What follows belongs to an exercise in optimizing a design on an open flow for a short achievable clock period and few clock cycles; a production flow would make more cautious choices. Function was checked by simulation only, so behaviour that the tests miss may differ from the original. Power and IR drop assume default switching activity.

// processor
module processor (
    input  logic                            clock,
    input  logic                            rst,
    output logic [isaPkg::wordWidth-1:0]    address_imem,
    input  logic [isaPkg::wordWidth-1:0]    q_imem,
    output logic [isaPkg::wordWidth-1:0]    address_dmem,
    output logic [isaPkg::wordWidth-1:0]    data,
    output logic                            wren,
    input  logic [isaPkg::wordWidth-1:0]    q_dmem,
    output logic                            ctrl_writeEnable,
    output logic [isaPkg::regAddrWidth-1:0] ctrl_writeReg,
    output logic [isaPkg::regAddrWidth-1:0] ctrl_readRegA,
    output logic [isaPkg::regAddrWidth-1:0] ctrl_readRegB,
    output logic [isaPkg::wordWidth-1:0]    data_writeReg,
    input  logic [isaPkg::wordWidth-1:0]    data_readRegA,
    input  logic [isaPkg::wordWidth-1:0]    data_readRegB
);
For scale: roughly 280 I/O pins.
clock: 5.5 ns
lec_check: 0
cap_margin: 20
core_margin: 2
core_utilization: 40
setup_slack_margin: 3.0
slew_margin: 20
synth_hierarchical: 1
standard.sh (not shown) runs the stock make flow with config.mk's settings and CLKGATE_MAP_FILE= SYNTH_SCRIPT=/design/flow/synth_recipe.tcl, a recipe that flattens the netlist after the stock synthesis.
==> flow/flow/run.sh <==
#!/bin/bash
# The standard layout (standard.sh: the standard flow's synthesis and ORFS steps, unchanged),
# with one difference: the buffers ORFS puts on every input and output port are
# plain sky130_fd_sc_hd__buf_4 cells instead of the delay-buffer cell buffer_ports
# would pick by itself. All of make's output goes to flow_make.log here.
set -euo pipefail
export BUFFER_PORTS_ARGS="-buffer_cell sky130_fd_sc_hd__buf_4"
bash standard.sh > flow_make.log 2>&1
Testbench counts at the start, summed over its fixed seeds: cycles 12,350.
Rerun with:
--- a/flow/design.v
+++ b/flow/design.v
@@ -315,33 +315,12 @@
     input  logic [31:0] a,
     input  logic [31:0] b,
     output logic        ne
 );
     assign ne = |(a ^ b);
 endmodule
-module lessThan (
-    input  logic [31:0] a,
-    input  logic [31:0] b,
-    output logic        lt
-);
-    logic [31:0] ua, ub;
-    logic [5:0][31:0] l, e;
-    assign ua = {~a[31], a[30:0]};
-    assign ub = {~b[31], b[30:0]};
-    assign l[0] = ~ua & ub;
-    assign e[0] = ~(ua ^ ub);
-    for (genvar k = 1; k <= 5; k++) begin : level
-        for (genvar i = 0; i < (32 >> k); i++) begin : pair
-            assign l[k][i] = l[k-1][2*i+1] | (e[k-1][2*i+1] & l[k-1][2*i]);
-            assign e[k][i] = e[k-1][2*i+1] & e[k-1][2*i];
-        end
-        assign l[k][31:(32 >> k)] = '0;
-        assign e[k][31:(32 >> k)] = '0;
-    end
-    assign lt = l[5][0];
-endmodule
 `default_nettype wire
 `default_nettype none
 module processor (
     input  logic                            clock,
     input  logic                            rst,
     output logic [isaPkg::wordWidth-1:0]    address_imem,
@@ -437,14 +416,14 @@
     end
     always_ff @(posedge clock) begin
         if (rst)         ras <= '0;
         else if (fIsJal) ras <= pc1;     
     end
     logic        xBubble, xLive;
-    logic        xWrites, xIsLoad, xIsStore, xIsBne, xIsBlt, xIsJr, xPredTaken;
-    logic        xIsAdd, xSub, xUseK, xIsJal;
+    logic        xWrites, xIsLoad, xIsStore, xIsBne, xIsBlt, xIsJr;
+    logic        xIsAdd, xSub, xIsJal;
     logic [4:0]  xDest, xShamt, xPortA, xPortB;
     logic [2:0]  xBhtIdx;
     logic [3:0]  xLogicSel;
     logic [31:0] xK;                        
     logic [9:0]  xAltLo;
     logic [21:0] xAltHi;
@@ -457,17 +436,15 @@
         xWrites    <= fWrites;
         xIsLoad    <= fIsLoad;
         xIsStore   <= fIsStore;
         xIsBne     <= fIsBne;
         xIsBlt     <= fIsBlt;
         xIsJr      <= fIsJr;
-        xPredTaken <= fPredTaken;
         xBhtIdx    <= pcLo[2:0];
         xIsAdd     <= !(|fAluSel[5:2]) && !fIsJal;
         xSub       <= fAluSel[1];
-        xUseK      <= fImmB;
         xIsJal     <= fIsJal;
         xDest      <= fDest;
         xShamt     <= q_imem[11:7];
         xLogicSel  <= fAluSel[5:2];
         xPortA     <= fReadA;
         xPortB     <= fReadB;
@@ -512,20 +489,17 @@
     end
     alu uAlu (
         .opA(opA), .opB(opB), .sub(xSub), .logicSel(xLogicSel), .shamt(xShamt),
         .sumLo(sumLo), .carry16(carry16), .sumHi0(sumHi0), .sumHi1(sumHi1),
         .logicResult(logicResult)
     );
-    logic ne, brMiss, jrMiss, bltMiss, xGo;
+    logic ne, xGo;
     notEqual uNe   (.a(data_readRegA), .b(data_readRegB), .ne(ne));
     notEqual uNeJr (.a(data_readRegB), .b({xAltHi, xAltLo}), .ne(neJr));
     lessThanTree uLt (.a(data_readRegA), .b(data_readRegB), .lt(lt), .ge(ge));    
     assign xGo     = xLive;                  
-    assign brMiss  = xIsBne && !ne;
-    assign jrMiss  = xIsJr && neJr;
-    assign bltMiss = xIsBlt && (lt != xPredTaken);
     always_ff @(posedge clock) begin
         kBneT <= !rst && !redirect && fIsBne &&  fPredTaken;
         kBneN <= !rst && !redirect && fIsBne && !fPredTaken;
         kJr   <= !rst && !redirect && fIsJr;
         kBltT <= !rst && !redirect && fIsBlt &&  fPredTaken;
         kBltN <= !rst && !redirect && fIsBlt && !fPredTaken;
@@ -537,17 +511,16 @@
             redirectD  = 8'd0;    redirectDP1 = 8'd1;
         end else begin
             redirectLo = xAltLo;  redirectHi = xAltHi;  redirectC = xAltC;
             redirectD  = xAltD;   redirectDP1 = xAltDP1;
         end
     end
-    logic        mWrites, mIsLoad, mIsStore, mIsAdd;
+    logic        mWrites, mIsLoad, mIsStore;
     logic [4:0]  mDest;
     logic [31:0] mLog, mStore;
     logic [15:0] mLo, mHi0, mHi1;
-    logic        mC16;
     logic [3:0]  mSelLo, mSelHi0, mSelHi1, mSelLog, mLoadW;
     logic [3:0]  mSelLoD, mSelHi0D, mSelHi1D, mSelLogD, mLoadWD;
     for (genvar q = 0; q < 4; q++) begin : msel
         passGate uLo  (.a(!xIsLoad &&  xIsAdd),             .y(mSelLoD[q]));
         passGate uH0  (.a(!xIsLoad &&  xIsAdd && !carry16), .y(mSelHi0D[q]));
         passGate uH1  (.a(!xIsLoad &&  xIsAdd &&  carry16), .y(mSelHi1D[q]));
@@ -570,17 +543,15 @@
             mBltDone <= xGo && xIsBlt;
             mBneDone <= xGo && xIsBne;
         end
     end
     always_ff @(posedge clock) begin
         mDest   <= xDest;
-        mIsAdd  <= xIsAdd;
         mLo     <= sumLo;
         mHi0    <= sumHi0;
         mHi1    <= sumHi1;
-        mC16    <= carry16;
         mSelLo  <= mSelLoD;
         mSelHi0 <= mSelHi0D;
         mSelHi1 <= mSelHi1D;
         mSelLog <= mSelLogD;
         mLoadW  <= mLoadWD;
         mLog    <= logicResult | ({32{xIsJal}} & xK);    
Outcome: Non-clock buffer count decreases by 17. Wire length increases by 0.61%. Power decreases by 1.6%. Sequential power stays flat. Via count increases by 0.54%. Area after synthesis barely changes. Final area decreases by 1.6%. Utilization decreases by 0.87 points. Worst hold slack is about the same. Fmax increases by 0.86%. Clock skew increases by 0.013 ns. Worst setup slack gains 0.023 ns. Global-route usage increases by 0.15 points. Final cell count decreases by 0.36%.
Testbench counts after the change, summed over its fixed seeds: cycles 12,350.

[static timing again, ports no longer ideal]
How much do the figures lean on ideal ports? The routed layouts below were timed once more, with nothing changed but the port constraints. Step 1 sets driving cells, clkbuf_16 on the clock port and buf_2 on the other inputs (assumed; they add their load-dependent delay and slew). Step 2, shift: input delay + t, output delay - t, t = (earliest + latest rising clock arrival at the registers) / 2. This alone moves slack from input paths to output paths. Three values: ideal, step 1, step 2; two values: the first two.
| run | t, ns | setup WS [ns] | latest minus earliest clock arrival (ns) |
|---|---|---|---|
| the first run | 0.659 | 2.863 / 2.827 / 2.230 | 0.023 / 0.023 |
| the second run | 0.643 | 2.886 / 2.855 / 2.264 | 0.047 / 0.047 |
After both steps setup and hold are still met in every run listed. The setup slack of the first run, which loses most, moves by -0.036 ns with the drivers and by -0.633 ns with both steps.
